Source: an optimization exercise on an open RTL-to-GDS flow (aim: small area). Production flows keep margins and buffers that such runs may drop.
The RTL was checked by simulation tests, not by an equivalence proof against the original design.

==> flow/design.v (outline; a module is shown in full before it is edited, if it fits) <==
// module fma_unit: 6162 lines
// module g_a21o: 8 lines
// module g_a21oi: 8 lines
// module g_fa: 10 lines
// module g_ha: 9 lines
// module g_inv: 6 lines
// module g_mux2i: 8 lines
// module g_nand2: 7 lines
// module g_nand3: 8 lines
// module g_nand4: 9 lines
// module g_nor2: 7 lines
// module g_o21ai: 8 lines
// module g_o22ai: 9 lines
// module g_or3: 8 lines
// module g_or4: 9 lines
// module g_xnor2: 7 lines
// module g_xor2: 7 lines
module fma_unit (
    input  logic        clk_i,
    input  logic        rst_i,
    input  logic        start_i,
    input  logic [31:0] a_i,
    input  logic [31:0] b_i,
    input  logic [31:0] c_i,
    input  logic        sub_i,
    input  logic [2:0]  rnd_i,
    output logic        done_o,
    output logic [37:0] res_o
);
  // ...
==> flow/run.sh <==
#!/bin/bash
# synth_recipe.tcl (not shown) runs the flow's synth.tcl, then flattens the netlist and writes it again
# the make line also repeats each setting of config.mk as NAME=value (left out here)
make -C /OpenROAD-flow-scripts/flow DESIGN_CONFIG=/design/flow/config.mk WORK_HOME=/design/flow/orfs CLKGATE_MAP_FILE= SYNTH_SCRIPT=/design/flow/synth_recipe.tcl finish
==> flow/config.mk <==
export PLATFORM = sky130hd
export DESIGN_NAME = fma_unit
export DESIGN_NICKNAME = fma_unit
export VERILOG_FILES = /design/flow/design.v
export SDC_FILE = /design/flow/constraint.sdc
export NUM_CORES = 4
export LEC_CHECK = 0
export CAP_MARGIN = 20
export CORE_MARGIN = 2
export CORE_UTILIZATION = 40
export SLEW_MARGIN = 20
export SYNTH_HIERARCHICAL = 1
==> flow/constraint.sdc <==
create_clock -name core_clock -period 13.0 [get_ports {clk_i}]
set_input_delay 2.6000 -clock core_clock [delete_from_list [all_inputs] [get_ports {clk_i}]]
set_output_delay 2.6000 -clock core_clock [all_outputs]
set_load 0.01 [all_outputs]
==> impl_metrics.env, run 1 <==
export IMPL_place_ws_ns=0.3240
export IMPL_routedWlPerCell_um=22.52
export IMPL_multi_input_comb_cells=2548
export IMPL_cp_max_fo=50
export IMPL_place_congestion=1.000
export IMPL_cts_sinks=139
export IMPL_grt_max_degree=51
export IMPL_crit_buf_inv=4
export IMPL_rsz0062_at_grt="no"
export IMPL_drv_slew=0
export IMPL_syn2layout_area_growth_pct=15.48
export IMPL_maxCapViolCount=0
export IMPL_crit_family="compound AO/OA/AOI/OAI gates"
export IMPL_fin_crit_sh=0.9482
export IMPL_die_w_um=259.8
export IMPL_met1_usage=0.3763
export IMPL_hold_depth=0
export IMPL_setup_violations=0
export IMPL_grt_pass1_wl_mm=143.4
export IMPL_die_h_um=259.8
export IMPL_cp_required_ns=13.35
export IMPL_nets=3811
export IMPL_vias=24737
export IMPL_synth_top_family_by_area="adder cells"
export IMPL_synth_compound_area_frac=0.2146
export IMPL_fp_coreArea_um2=64580
export IMPL_hold_viol_final=0
export IMPL_slew_headroom=0.2612
export IMPL_drive_gt1_frac=0.08016
export IMPL_drc_errors=0
export IMPL_initial_core_util=0.4054
export IMPL_synth_mux_area_frac=0.08699
export IMPL_ios=142
export IMPL_synth_common_cells="o22ai_1, xor2_1, inv_1"
export IMPL_largest_register_ffs=47
export IMPL_status="timing/DRC/antenna clean"
export IMPL_synth_main_ff_cell="dfxtp_1"
export IMPL_avgSynthCellArea_um2=8.689
export IMPL_n_all_buffers=252
export IMPL_cts_max_level=4
export IMPL_path_class="in -> reg"
export IMPL_rr_startpoint="r_pbig"
==> run 2: changes to the inputs <==
==> flow/flow/run.sh (new file) <==
#!/bin/bash
# Standard layout, with the port buffers made of the smallest buffer cell.
cp standard.sh standard_sh.log
export BUFFER_PORTS_ARGS="-buffer_cell sky130_fd_sc_hd__buf_1"
bash standard.sh > standard.log 2>&1
==> flow/standard.sh (new file) <==
#!/bin/bash
# synth_recipe.tcl (not shown) runs the flow's synth.tcl, then flattens the netlist and writes it again
# the make line also repeats each setting of config.mk as NAME=value (left out here)
make -C /OpenROAD-flow-scripts/flow DESIGN_CONFIG=/design/flow/config.mk WORK_HOME=/design/flow/orfs CLKGATE_MAP_FILE= SYNTH_SCRIPT=/design/flow/synth_recipe.tcl "${@:-finish}"
--- a/flow/config.mk
+++ b/flow/config.mk
@@ -9,4 +9,6 @@
 export CORE_MARGIN = 2
 export CORE_UTILIZATION = 40
+export CTS_BUF_LIST = sky130_fd_sc_hd__clkbuf_8
+export GPL_TIMING_DRIVEN = 0
 export SLEW_MARGIN = 20
 export SYNTH_HIERARCHICAL = 1
removed: flow/run.sh
==> run 2 against run 1 <==
Net effect:
- final cell count decreased by 0.17%
- highest routed layer unchanged
- synthesized cell count unchanged
- largest cell class unchanged
- synthesized area unchanged
- still clean
- sequential cell count unchanged
- register-to-register slack got worse by 0.36 ns
==> impl_metrics.env, run 2 <==
export IMPL_cts_tree="yes"
export IMPL_ys_seq_elements=139
export IMPL_setup_ws_ns=0.4735
export IMPL_synth_warnings=7
export IMPL_synth_area_leader_cell="fa_1"
export IMPL_largest_register_ffs=47
export IMPL_mostFrequentLayoutCells="o22ai_1, xor2_1, inv_1"
export IMPL_hold_viol_final=0
export IMPL_mappedNetlistNets=3556
export IMPL_post_route_min_period_ns=12.53
export IMPL_top_usage_layer="met2"
export IMPL_layout_commonest_cell="o22ai_1"
export IMPL_synth_top_area_frac=0.2072
export IMPL_drt_pass1_iterations=7
export IMPL_avgSynthCellArea_um2=8.689
export IMPL_synth_edff_count=0
export IMPL_die_area_um2=67510
export IMPL_synth_distinct_cells=50
export IMPL_synth_main_ff_cell="dfxtp_1"
export IMPL_drv_slew=0
export IMPL_reg_top3="r_p (47), q_m (23), r_m (23)"
export IMPL_skew_ns=0.01642
export IMPL_drc_errors=0
export IMPL_hold_class="reg -> reg"
export IMPL_critical_path_arrival_ns=12.88
export IMPL_netlist_instances=3013
export IMPL_hold_depth=0
export IMPL_routed_wl_mm=96.19
export IMPL_drive_gt1_frac=0.07852
export IMPL_cts_sinks=139
export IMPL_cp_start_kind="primary input"
export IMPL_grt_pass1_vias=25083
export IMPL_drt_iter0_drc=2815
export IMPL_path_class="in -> reg"
export IMPL_fp_coreArea_um2=64580
export IMPL_async_flop_share=0
export IMPL_syn2layout_area_growth_pct=13.68
export IMPL_clk_pin_slew_ns=0.10
export IMPL_critPathMaxStageDelay_ns=0.67
export IMPL_hpwl_mm=72.81
export IMPL_place_ws_ns=-3.970
export IMPL_crit_family="compound AO/OA/AOI/OAI gates"
export IMPL_rows=93
export IMPL_gr_total_overflow=0
export IMPL_gr_usage_all_layers=0.2761
export IMPL_rr_worst_depth=52
export IMPL_ant_nets=0
export IMPL_ios=142
export IMPL_syn_area_um2=26180
export IMPL_rsz0062_at_grt="no"
export IMPL_grt_pass1_wl_mm=144.6
export IMPL_slew_headroom=0.1869
export IMPL_cp_max_fo=47
export IMPL_clockRootBuffer="clkbuf_8"
export IMPL_die_w_um=259.8
export IMPL_ctsHoldBuffers=0
export IMPL_cts_max_level=4
export IMPL_worst_slew_pin_slew_ns=1.218
export IMPL_crit_path_frequent_cell="a21o_1"
export IMPL_antenna_found_initial=1
export IMPL_yosysMostFrequentCell="o22ai_1"
export IMPL_routedWlPerCell_um=23.30
export IMPL_cts_inserted_buffers=17
export IMPL_fmax_mhz=79.83
export IMPL_crit_buf_inv=4
export IMPL_cts_max_path_buffers=2
export IMPL_die_h_um=259.8
export IMPL_initial_core_util=0.4054
export IMPL_cp_end_kind="register"
export IMPL_status="timing/DRC/antenna clean"
export IMPL_vias=25304
export IMPL_clk_latency_ns=0.48
export IMPL_synth_area_leaders="fa_1, o22ai_1, xor2_1"
export IMPL_grt_max_degree=51
export IMPL_crit_cells=37
export IMPL_met1_usage=0.3528
export IMPL_nets=3803
export IMPL_synth_common_cells="o22ai_1, xor2_1, inv_1"
export IMPL_setup_violations=0
export IMPL_slowest_stage="a21oi_4"
export IMPL_place_congestion=0.9653
export IMPL_maxCapViolCount=0
export IMPL_grt_use_met3=0.04756
export IMPL_cp_required_ns=13.36
export IMPL_whs_ns=0.3343
export IMPL_top_register="r_p"
export IMPL_viasPerCell=6.128
export IMPL_globalRouteMet2Util=0.4570
export IMPL_portBuffers=141
export IMPL_fin_tns_setup_ns=0
export IMPL_fin_crit_sh=0.9636
export IMPL_synth_seq_area_share=0.1063
run 2: area by class of cell:
class                      count  area (um^2)
fill                        6375        34820
multi-input combinational   2555        22550
sequential                   139         2803
timing repair buffer         215         1620
inverter                     310         1195
tap                          855         1070
clock buffer                  17        234.0
clock inverter                15        188.9
buffer                        16        66.31
timing repair inverter         6        35.03
antenna                        1        2.502
run 2: worst paths after layout:
kind / startpoint / to / slack [ns]
setup / recovery: b_i[3] / r_sign / 0.47
hold / removal: r_e[7] / q_e[7] / 0.33
setup reg to reg: r_pbig / q_sign / 0.58
hold reg to reg: r_e[7] / q_e[7] / 0.33
run 2: logic make-up (layout without fill, tap and decap cells):
kind of cell,count (synthesis),count (layout),share of synthesized area
and+or+nand+nor,555,560,0.09535
other,1,2,0.0001432
buffers and inverters,326,579,0.04698
adders and majority gates,440,440,0.2880
muxes,224,225,0.08699
DFF,139,139,0.1063
xor gates and xnor gates,483,483,0.1616
AOI/OAI and AO/OA,845,846,0.2146
run 2: timing repair:
| item | in CTS | in global routing |
|---|---|---|
| endpoints found under the hold margin | 0 | 0 |
| cloned | 7 | 6 |
| gates resized for setup | 8 | 10 |
| setup buffers | 13 | 16 |
| pin swaps | 4 | 4 |
| setup endpoints to repair | 29 | 29 |
run 2: stage by stage:
stage	utilization	std cells	instance area (um^2)
floorplan	-	3013	26270
global placement	0.4315	4009	27870
detailed placement	0.4474	4052	28890
CTS	0.4572	4104	29530
global route	0.4608	4129	29760
finish	0.4608	4129	29760
run 2: worst reg2reg max path, delay by kind of cell, from the launching register on:
kind / cells / cell delay, ns
buf+inv: 10 / 1.45
compound gates: 15 / 2.73
flops: 1 / 0.49
mux: 6 / 1.85
xor+xnor: 2 / 0.28
simple gates: 19 / 5.52
run 2: layer usage:
metal  vias to the layer above  part of all wire
met5                         -                 0
met4                         0             0.047
met3                       327             0.090
met2                      1480              0.46
met1                     12065              0.40
li1                      11432                 -
run 2: modules after synthesis, one instance, submodules excluded, excerpt:
module / copies in the design / cells inside
g_or4: 25 / 1
g_mux2i: 198 / 1
g_o22ai: 574 / 1
g_or3: 5 / 1
g_nand3: 1 / 1
fma_unit: 1 / 450
g_nor2: 145 / 1
g_ha: 169 / 1
==> run 3: changes to the inputs <==
--- a/flow/config.mk
+++ b/flow/config.mk
@@ -10,5 +10,5 @@
 export CORE_UTILIZATION = 40
 export CTS_BUF_LIST = sky130_fd_sc_hd__clkbuf_8
-export GPL_TIMING_DRIVEN = 0
+export PLACE_DENSITY = 0.75
 export SLEW_MARGIN = 20
 export SYNTH_HIERARCHICAL = 1
==> run 3 against run 2 <==
Net effect:
- global-route usage decreased by 1.6 points
- still clean on timing, DRC and antenna
- clock skew up 0.0031 ns
==> impl_metrics.env, run 3 <==
export IMPL_nets=3788
export IMPL_routed_wl_mm=90.36
export IMPL_rsz0062_at_grt="no"
export IMPL_syn2layout_area_growth_pct=11.07
export IMPL_seq_area_um2=2795
export IMPL_syn_area_um2=26180
export IMPL_globalRouteMet2Util=0.4111
export IMPL_skew_ns=0.01950
export IMPL_portBuffers=141
export IMPL_hpwl_mm=71.81
export IMPL_synth_top_area_frac=0.2072
export IMPL_ys_seq_elements=139
export IMPL_cp_start_kind="register"
export IMPL_place_congestion=1.003
export IMPL_ant_nets=0
export IMPL_hold_viol_final=0
export IMPL_grt_pass1_vias=24239
export IMPL_grt_use_met3=0.06501
export IMPL_grt_pass1_wl_mm=138.3
export IMPL_gr_total_overflow=0
export IMPL_gr_usage_all_layers=0.2597
export IMPL_die_w_um=259.8
export IMPL_largest_register_ffs=47
export IMPL_antenna_found_initial=3
export IMPL_fin_crit_sh=0.9449
export IMPL_worst_slew_pin_slew_ns=1.180
export IMPL_critical_path_arrival_ns=12.64
export IMPL_die_area_um2=67510
export IMPL_cts_inserted_buffers=17
export IMPL_synth_seq_area_share=0.1063
export IMPL_synth_warnings=7
export IMPL_whs_ns=0.3227
export IMPL_worst_hold_path_endpoint="q_e[6]"
export IMPL_placed_cells=4077
export IMPL_top_usage_layer="met2"
export IMPL_cp_max_fo=30
export IMPL_reg_top3="r_p (47), q_m (23), r_m (23)"
export IMPL_avgSynthCellArea_um2=8.689
export IMPL_rows=93
export IMPL_rr_startpoint="r_pbig"
export IMPL_hold_start="r_e[6]"
export IMPL_top_register="r_p"
export IMPL_rr_worst_depth=52
export IMPL_synth_common_cells="o22ai_1, xor2_1, inv_1"
export IMPL_cp_required_ns=13.36
export IMPL_netlist_instances=3013
export IMPL_layout_commonest_cell="o22ai_1"
export IMPL_ff2ff_setup_slack_ns=0.72
export IMPL_drt_iter0_drc=3081
export IMPL_mappedNetlistNets=3556
export IMPL_clockRootBuffer="clkbuf_8"
export IMPL_clk_pin_slew_ns=0.09
export IMPL_cts_max_path_buffers=2
export IMPL_met1_usage=0.3360
export IMPL_cts_sinks=139
export IMPL_cp_end_kind="register"
export IMPL_synth_main_ff_cell="dfxtp_1"
export IMPL_maxCapViolCount=0
export IMPL_setup_violations=0
export IMPL_cts_tree="yes"
export IMPL_viasPerCell=6.112
export IMPL_multiInputGateArea_um2=22380
export IMPL_routedWlPerCell_um=21.96
export IMPL_ctsHoldBuffers=0
export IMPL_drc_errors=0
export IMPL_synth_edff_count=0
export IMPL_slowest_stage="or4_1"
export IMPL_async_flop_share=0
export IMPL_critPathMaxStageDelay_ns=0.59
export IMPL_clk_latency_ns=0.46
export IMPL_reg2reg_to="q_sign"
export IMPL_drt_pass1_iterations=6
export IMPL_synth_area_leader_cell="fa_1"
export IMPL_fmax_mhz=81.41
export IMPL_drive_gt1_frac=0.07366
export IMPL_die_h_um=259.8
export IMPL_yosysMostFrequentCell="o22ai_1"
export IMPL_hold_class="reg -> reg"
export IMPL_drv_slew=0
export IMPL_grt_max_degree=51
export IMPL_fp_coreArea_um2=64580
export IMPL_fillerInstances=6306
export IMPL_path_class="reg -> reg"
export IMPL_ios=142
export IMPL_vias=25151
export IMPL_synth_distinct_cells=50
export IMPL_hold_depth=0
export IMPL_post_route_min_period_ns=12.28
export IMPL_status="timing/DRC/antenna clean"
export IMPL_final_cell_count_no_fill=4115
export IMPL_initial_core_util=0.4054
export IMPL_slew_headroom=0.2133
export IMPL_mostFrequentLayoutCells="o22ai_1, xor2_1, inv_1"
export IMPL_cts_max_level=4
export IMPL_synth_area_leaders="fa_1, o22ai_1, xor2_1"
export IMPL_final_util=0.4502
[run 3: cell count changes in the layout (fill, tap and decap cells not counted), sizes merged]
cell	delta
bufinv	+2
clkinv	-3
diode	+1
or4	-2
mux2i	-1
a21oi	-1
clkinvlp	-7
nor2	-3
[run 3: critical path, delay by kind of cell, from the launching register on]
family | cells | cell delay [ns]
AND/OR/NAND/NOR | 19 | 4.86
XOR/XNOR | 2 | 0.26
AO/OA/AOI/OAI | 14 | 2.75
multiplexers | 7 | 2.13
flip-flops | 1 | 0.40
buffers and inverters | 10 | 1.74
[run 3: logic make-up after synthesis]
group,synth area share
AOI/OAI and AO/OA,0.2146
and+or+nand+nor,0.09535
xor gates and xnor gates,0.1616
adders and majority gates,0.2880
buffers and inverters,0.04698
muxes,0.08699
DFF,0.1063
other,0.0001432
[run 3: cell type report]
class	count	area share
inverters	310	0.04054
multi-input cells	2548	0.7695
clock inverters	13	0.005336
diodes	2	0.0001721
well taps	855	0.03679
repair buffers	229	0.04251
clock buffers	19	0.008994
flip-flops and latches	139	0.09613
[run 3: how the worst max path moves through the flow]
stage                  from     end  slack (ns)  depth (start not counted)
detailed placement   b_i[5]  r_sign        0.55                         39
global route         r_pbig  q_sign       0.007                         49
finish               r_pbig  q_sign        0.72                         52
global placement     b_i[5]  r_sign        0.67                         37
floorplan            r_pbig  q_sign       -1.96                         48
CTS                 r_sh[0]  q_sign        0.91                         46
[run 3: modules after synthesis, one instance, submodules excluded, a selection]
module / flops+latches / area, um^2 / copies in the design
g_or4: 0 / 7.507 / 25
g_inv: 0 / 3.754 / 284
g_a21o: 0 / 7.507 / 130
g_ha: 0 / 12.51 / 169
g_mux2i: 0 / 10.01 / 198
g_nand4: 0 / 6.256 / 17
g_o21ai: 0 / 5.005 / 31
g_fa: 0 / 20.02 / 271
g_xnor2: 0 / 8.758 / 79
[run 3: per-stage QoR]
| step | setup slack, ns | instance area (um^2) | TNS (ns) |
|---|---|---|---|
| finish | 0.7166 | 29080 | 0 |
| global route | 0.007159 | 29070 | 0 |
| CTS | 0.9081 | 29020 | 0 |
| detailed placement | 0.5486 | 28610 | 0 |
| global placement | 0.6726 | 28600 | 0 |
| floorplan | -1.956 | 26270 | -45.87 |
[run 3: per-layer routing]
| layer | routed length [um] | share of wire |
|---|---|---|
| met1 | 36560 | 0.40 |
| met2 | 40220 | 0.45 |
| met3 | 9818 | 0.11 |
| met4 | 3756 | 0.042 |
| met5 | 0 | 0 |
[run 3: timing repair]
item	CTS	global route
endpoints found under the setup margin	0	2
buffers inserted	0	3
resized for setup	0	2
==> run 4: changes to the inputs <==
--- a/flow/config.mk
+++ b/flow/config.mk
@@ -10,5 +10,4 @@
 export CORE_UTILIZATION = 40
 export CTS_BUF_LIST = sky130_fd_sc_hd__clkbuf_8
-export PLACE_DENSITY = 0.75
 export SLEW_MARGIN = 20
 export SYNTH_HIERARCHICAL = 1
==> run 4 against run 3 <==
Net effect:
- final cell count about the same
==> impl_metrics.env, run 4 <==
export IMPL_drc_errors=0
export IMPL_die_h_um=259.8
export IMPL_viasPerCell=6.041
export IMPL_fin_tns_setup_ns=0
export IMPL_cp_required_ns=13.39
export IMPL_drv_slew=0
export IMPL_place_ws_ns=0.3829
export IMPL_largest_register_ffs=47
export IMPL_initial_core_util=0.4054
export IMPL_netlist_instances=3013
export IMPL_setup_ws_ns=0.6890
export IMPL_grt_max_degree=51
export IMPL_clk_latency_ns=0.48
export IMPL_portBuffers=141
export IMPL_reg_top3="r_p (47), q_m (23), r_m (23)"
export IMPL_ff2ff_setup_slack_ns=0.80
export IMPL_hold_viol_final=0
export IMPL_slowest_stage="a21oi_2"
export IMPL_critPathMaxStageDelay_ns=0.85
export IMPL_cp_end_kind="register"
export IMPL_rows=93
export IMPL_avgSynthCellArea_um2=8.689
export IMPL_clockRootBuffer="clkbuf_8"
export IMPL_die_w_um=259.8
export IMPL_mappedNetlistNets=3556
export IMPL_grt_pass1_wl_mm=142.9
export IMPL_mostFrequentLayoutCells="o22ai_1, xor2_1, inv_1"
export IMPL_grt_pass1_vias=24118
export IMPL_synth_main_ff_cell="dfxtp_1"
export IMPL_place_congestion=0.9685
export IMPL_worst_slew_pin_slew_ns=1.223
export IMPL_synth_common_cells="o22ai_1, xor2_1, inv_1"
export IMPL_endpoint="r_sign"
export IMPL_drt_iter0_drc=2636
export IMPL_rr_startpoint="r_pbig"
export IMPL_syn2layout_area_growth_pct=11.27
export IMPL_synth_warnings=7
export IMPL_ant_nets=0
export IMPL_synth_top_area_frac=0.2072
export IMPL_hold_class="reg -> reg"
export IMPL_skew_ns=0.01969
export IMPL_maxCapViolCount=0
export IMPL_setup_violations=0
export IMPL_fmax_mhz=81.23
export IMPL_synth_seq_area_share=0.1063
export IMPL_ys_seq_elements=139
export IMPL_path_class="in -> reg"
export IMPL_critical_path_arrival_ns=12.70
export IMPL_drive_gt1_frac=0.07397
export IMPL_final_util=0.4511
export IMPL_hpwl_mm=74.30
export IMPL_die_area_um2=67510
export IMPL_fillerInstances=6447
export IMPL_routed_wl_mm=93.70
export IMPL_gr_usage_all_layers=0.2705
export IMPL_cts_max_path_buffers=2
export IMPL_nets=3788
export IMPL_routedWlPerCell_um=22.78
export IMPL_async_flop_share=0
export IMPL_cts_sinks=139
export IMPL_yosysMostFrequentCell="o22ai_1"
export IMPL_reg2reg_to="q_sign"
export IMPL_cts_max_level=4
export IMPL_status="timing/DRC/antenna clean"
export IMPL_antenna_found_initial=1
export IMPL_gr_total_overflow=0
export IMPL_synth_area_leaders="fa_1, o22ai_1, xor2_1"
export IMPL_crit_path_frequent_cell="a21o_1"
export IMPL_startpoint="b_i[11]"
export IMPL_rsz0062_at_grt="no"
export IMPL_post_route_min_period_ns=12.31
export IMPL_fin_crit_sh=0.9470
export IMPL_layout_commonest_cell="o22ai_1"
export IMPL_rr_worst_depth=50
export IMPL_drt_pass1_iterations=6
export IMPL_top_register="r_p"
export IMPL_ctsHoldBuffers=0
export IMPL_vias=24851
export IMPL_synth_area_leader_cell="fa_1"
export IMPL_fp_coreArea_um2=64580
export IMPL_syn_area_um2=26180
export IMPL_ios=142
export IMPL_whs_ns=0.3225
export IMPL_cts_inserted_buffers=17
export IMPL_cp_max_fo=50
export IMPL_synth_distinct_cells=50
export IMPL_cts_tree="yes"
export IMPL_cp_start_kind="primary input"
export IMPL_clk_pin_slew_ns=0.09
export IMPL_synth_edff_count=0
export IMPL_slew_headroom=0.1846
[run 4: changes by cell type in the layout (fill, tap and decap cells not counted), sizes merged]
| cell | before | now |
|---|---|---|
| bufinv | 2 | 3 |
| clkbuf | 30 | 28 |
| inv | 311 | 312 |
| clkinvlp | 4 | 7 |
| diode | 2 | 1 |
| buf | 218 | 217 |
| clkinv | 6 | 4 |
[run 4: cell type report]
| type | count | area (um^2) | area share |
|---|---|---|---|
| Inverter | 310 | 1179 | 0.04046 |
| Timing Repair Buffer | 228 | 1237 | 0.04248 |
| Timing Repair inverter | 1 | 7.507 | 0.0002577 |
| Sequential cell | 139 | 2795 | 0.09595 |
| Antenna cell | 1 | 2.502 | 0.00008590 |
| Multi-Input combinational cell | 2548 | 22420 | 0.7696 |
| Clock inverter | 15 | 186.4 | 0.006400 |
| Tap cell | 855 | 1070 | 0.03672 |
| Clock buffer | 17 | 234.0 | 0.008032 |
[run 4: logic make-up after synthesis]
group / share of synthesized area
buffers and inverters: 0.04698
flip-flops: 0.1063
XOR/XNOR: 0.1616
multiplexers: 0.08699
AND/OR/NAND/NOR: 0.09535
other: 0.0001432
adder cells (fa/ha/maj): 0.2880
AO/OA/AOI/OAI: 0.2146
[run 4: what timing repair did]
item / in CTS / in global routing
gates resized for setup: 0 / 3
setup buffers: 0 / 0
setup endpoints to repair: 0 / 19
[run 4: Yosys stat by module, one instance, submodules excluded, a selection]
module	flops+latches	cells	cell area, um^2	times used
g_or3	0	1	6.256	5
g_fa	0	1	20.02	271
fma_unit	139	450	4751	1
g_nand3	0	1	5.005	1
g_a21o	0	1	7.507	130
g_ha	0	1	12.51	169
g_inv	0	1	3.754	284
g_xnor2	0	1	8.758	79
g_or4	0	1	7.507	25
g_o22ai	0	1	6.256	574
g_mux2i	0	1	10.01	198
g_nor2	0	1	3.754	145
g_xor2	0	1	8.758	401
g_nand2	0	1	3.754	200
[run 4: worst min path at each step]
stage	endpoint	startpoint	cells past startpoint	slack [ns]
3_3_place_gp	q_e[4]	r_e[4]	0	0.31
6_report	q_e[8]	r_e[8]	0	0.32
5_1_grt	q_e[0]	r_e[0]	0	0.33
4_1_cts	q_e[6]	r_e[6]	0	0.32
3_5_place_dp	q_e[0]	r_e[0]	0	0.31
2_1_floorplan	q_e[0]	r_e[0]	0	0.31
[run 4: stage by stage]
stage                     cells  area (um^2)
after global routing       4113        29130
after detailed placement   4080        28680
after global placement     4080        28650
after CTS                  4112        29100
final                      4114        29130
after floorplan            3013        26270
[run 4: worst max-delay path: cells and delay by family]
family                     cells  cell delay (ns)
buffers and inverters          5             1.64
AOI/OAI and AO/OA             18             4.08
adders and majority gates      7             3.15
and+or+nand+nor                5             0.53
muxes                          1             0.19
xor gates and xnor gates       2             0.44
[run 4: routing by layer]
layer / part of all wire / up-vias / GRT usage
met2: 0.45 / 1298 / 0.4317
met3: 0.088 / 164 / 0.04815
met1: 0.44 / 11994 / 0.3768
met5: 0 / - / 0
met4: 0.022 / 0 / 0.06849
li1: - / 11395 / -
==> run 5: changes to the inputs <==
--- a/flow/config.mk
+++ b/flow/config.mk
@@ -8,5 +8,5 @@
 export CAP_MARGIN = 20
 export CORE_MARGIN = 2
-export CORE_UTILIZATION = 40
+export CORE_UTILIZATION = 60
 export CTS_BUF_LIST = sky130_fd_sc_hd__clkbuf_8
 export SLEW_MARGIN = 20
==> run 5 against run 4 <==
Net effect:
- global-route usage increased by 14 points
- final area decreased by 1.5%
- clock skew increased by 0.0062 ns
- critical path type is now reg -> reg
- sequential cell count unchanged
- die area decreased by 33%
==> impl_metrics.env, run 5 <==
export IMPL_die_h_um=212.9
export IMPL_cp_start_kind="register"
export IMPL_synth_warnings=7
export IMPL_drt_iter0_drc=3201
export IMPL_synth_common_cells="o22ai_1, xor2_1, inv_1"
export IMPL_fmax_mhz=80.96
export IMPL_rr_startpoint="r_pbig"
export IMPL_mappedNetlistNets=3556
export IMPL_rsz0062_at_grt="no"
export IMPL_ff2ff_setup_slack_ns=0.65
export IMPL_synth_main_ff_cell="dfxtp_1"
export IMPL_crit_buf_inv=12
export IMPL_async_flop_share=0
export IMPL_hold_depth=0
export IMPL_rr_worst_depth=53
export IMPL_place_congestion=1.018
export IMPL_avgSynthCellArea_um2=8.689
export IMPL_skew_ns=0.02591
export IMPL_slowest_stage="dfxtp_4"
export IMPL_cts_inserted_buffers=17
export IMPL_cts_tree="yes"
export IMPL_layout_commonest_cell="o22ai_1"
export IMPL_netlist_instances=3013
export IMPL_drv_slew=0
export IMPL_worst_slew_pin_slew_ns=1.199
export IMPL_whs_ns=0.3296
export IMPL_syn_area_um2=26180
export IMPL_status="timing/DRC/antenna clean"
export IMPL_grt_pass1_vias=25688
export IMPL_cts_sinks=139
export IMPL_cts_max_level=4
export IMPL_fin_crit_sh=0.9501
export IMPL_synth_area_leaders="fa_1, o22ai_1, xor2_1"
export IMPL_antenna_found_initial=3
export IMPL_path_class="reg -> reg"
export IMPL_synth_seq_area_share=0.1063
export IMPL_gr_usage_all_layers=0.4081
export IMPL_clk_pin_slew_ns=0.11
export IMPL_synth_area_leader_cell="fa_1"
export IMPL_grt_pass1_wl_mm=142.6
export IMPL_hold_class="reg -> reg"
export IMPL_hold_start="r_e[6]"
export IMPL_post_route_min_period_ns=12.35
export IMPL_die_w_um=212.9
export IMPL_placed_area_um2=28230
export IMPL_synth_distinct_cells=50
export IMPL_hpwl_mm=73.33
export IMPL_drt_pass1_iterations=9
export IMPL_ant_nets=0
export IMPL_slew_headroom=0.1999
export IMPL_vias=26127
export IMPL_reg2reg_to="q_m[0]"
export IMPL_nets=3785
export IMPL_syn2layout_area_growth_pct=9.659
export IMPL_largest_register_ffs=47
export IMPL_gr_total_overflow=0
export IMPL_synth_top_area_frac=0.2072
export IMPL_critical_path_arrival_ns=12.73
export IMPL_mostFrequentLayoutCells="o22ai_1, xor2_1, inv_1"
export IMPL_yosysMostFrequentCell="o22ai_1"
export IMPL_drc_errors=0
export IMPL_setup_violations=0
export IMPL_cp_max_fo=30
export IMPL_top_register="r_p"
export IMPL_initial_core_util=0.6077
export IMPL_grt_max_degree=51
export IMPL_cp_end_kind="register"
export IMPL_clk_latency_ns=0.49
export IMPL_ios=142
export IMPL_maxCapViolCount=0
export IMPL_hold_viol_final=0
export IMPL_die_area_um2=45320
export IMPL_critPathMaxStageDelay_ns=0.61
export IMPL_worst_hold_path_endpoint="q_e[6]"
export IMPL_cp_required_ns=13.37
export IMPL_synth_edff_count=0
export IMPL_portBuffers=141
export IMPL_fp_coreArea_um2=43080
export IMPL_drive_gt1_frac=0.07035
export IMPL_routedWlPerCell_um=24.61
export IMPL_routed_wl_mm=94.60
export IMPL_design_area_um2=28710
export IMPL_clockRootBuffer="clkbuf_8"
export IMPL_rows=76
export IMPL_viasPerCell=6.797
export IMPL_ys_seq_elements=139
export IMPL_crit_family="simple AND/OR/NAND/NOR gates"
export IMPL_reg_top3="r_p (47), q_m (23), r_m (23)"
export IMPL_cts_max_path_buffers=2
-- run 5: cell count changes in the layout (fill, tap and decap cells not counted), moves of 3 or more --
cell     previous run  this run
diode_2             1         4
a21oi_1             5        14
buf_4              83        80
a21oi_2            43        34
inv_8               2         5
-- run 5: repair_timing --
action                     CTS  global route
setup buffers                0             4
setup endpoints to repair    0            26
hold buffers                 0             0
resized for setup            0             1
-- run 5: cell families after synthesis --
kind of cell	share of synthesized area
buffers and inverters	0.04698
multiplexers	0.08699
XOR/XNOR	0.1616
AND/OR/NAND/NOR	0.09535
AO/OA/AOI/OAI	0.2146
adder cells (fa/ha/maj)	0.2880
other	0.0001432
flip-flops	0.1063
-- run 5: cell type report --
type                            count  area (um^2)
Multi-Input combinational cell   2548        22360
Fill cell                        3623        14370
Sequential cell                   139         2793
Timing Repair Buffer              225         1215
Inverter                          310         1179
Tap cell                          585        732.0
Clock buffer                       17        234.0
Clock inverter                     15        175.2
Antenna cell                        4        10.01
Timing Repair inverter              1        7.507
-- run 5: worst max-delay path by stage --
stage	startpoint	to	cells past startpoint
2_1_floorplan	r_pbig	q_sign	48
3_3_place_gp	b_i[2]	r_sh[4]	35
4_1_cts	r_pbig	q_rs[0]	49
3_5_place_dp	b_i[1]	r_sh[5]	37
5_1_grt	r_pbig	q_rs[0]	54
6_report	r_pbig	q_m[0]	53
-- run 5: metrics by stage --
stage / util / TNS, ns / cells / setup WS [ns]
6_report: 0.6664 / 0 / 3844 / 0.6482
5_1_grt: 0.6663 / 0 / 3842 / 0.01616
3_3_place_gp: 0.6550 / 0 / 3802 / 0.7112
3_5_place_dp: 0.6553 / 0 / 3802 / 0.6018
2_1_floorplan: - / -45.87 / 3013 / -1.956
4_1_cts: 0.6648 / 0 / 3834 / 0.8703
-- run 5: layer usage --
| layer | GRT usage | up-vias | wire length, um | part of all wire |
|---|---|---|---|---|
| li1 | - | 11384 | - | - |
| met1 | 0.5012 | 12426 | 35420 | 0.37 |
| met2 | 0.6733 | 1906 | 43930 | 0.46 |
| met3 | 0.09251 | 409 | 10160 | 0.11 |
| met4 | 0.2064 | 2 | 5080 | 0.054 |
| met5 | 0 | - | 17 | 0.00018 |
-- run 5: per-module statistics from Yosys (local to each module, per instance), excerpt --
| module | flops+latches | cell area, um^2 | copies in the design |
|---|---|---|---|
| g_o21ai | 0 | 5.005 | 31 |
| g_o22ai | 0 | 6.256 | 574 |
| g_mux2i | 0 | 10.01 | 198 |
| g_a21oi | 0 | 8.758 | 33 |
| g_fa | 0 | 20.02 | 271 |
| g_nor2 | 0 | 3.754 | 145 |
| g_xnor2 | 0 | 8.758 | 79 |
| g_xor2 | 0 | 8.758 | 401 |

==> static timing again, ports no longer ideal <==
The flow's constraints put no driver on any port. The routed layouts listed below were extracted and timed again, unchanged, in two steps.
Step 1 sets driving cells, clkbuf_16 on the clock port and buf_2 on the other inputs (assumed; they add their load-dependent delay and slew).
Step 2 also shifts input and output timing later by t, the mid clock arrival at the registers, as if the neighbouring blocks saw the same clock.
Slacks: ideal ports / drivers / drivers and shift; pairs: ideal ports / drivers.
run	t, ns	setup WS [ns]	worst setup path after step 2
run 1	0.477	0.673 / 0.695 / 0.218	input to register
run 2	0.518	0.473 / 0.500 / -0.018	input to register
run 3	0.496	0.717 / 0.717 / 0.411	input to register
run 4	0.513	0.689 / 0.713 / 0.200	input to register
run 5	0.526	0.648 / 0.648 / 0.341	input to register
With both steps, setup timing fails in run 2, where it was met with ideal ports. The setup slack of run 2, which loses most, moves by +0.027 ns with the drivers and by -0.491 ns with both steps.
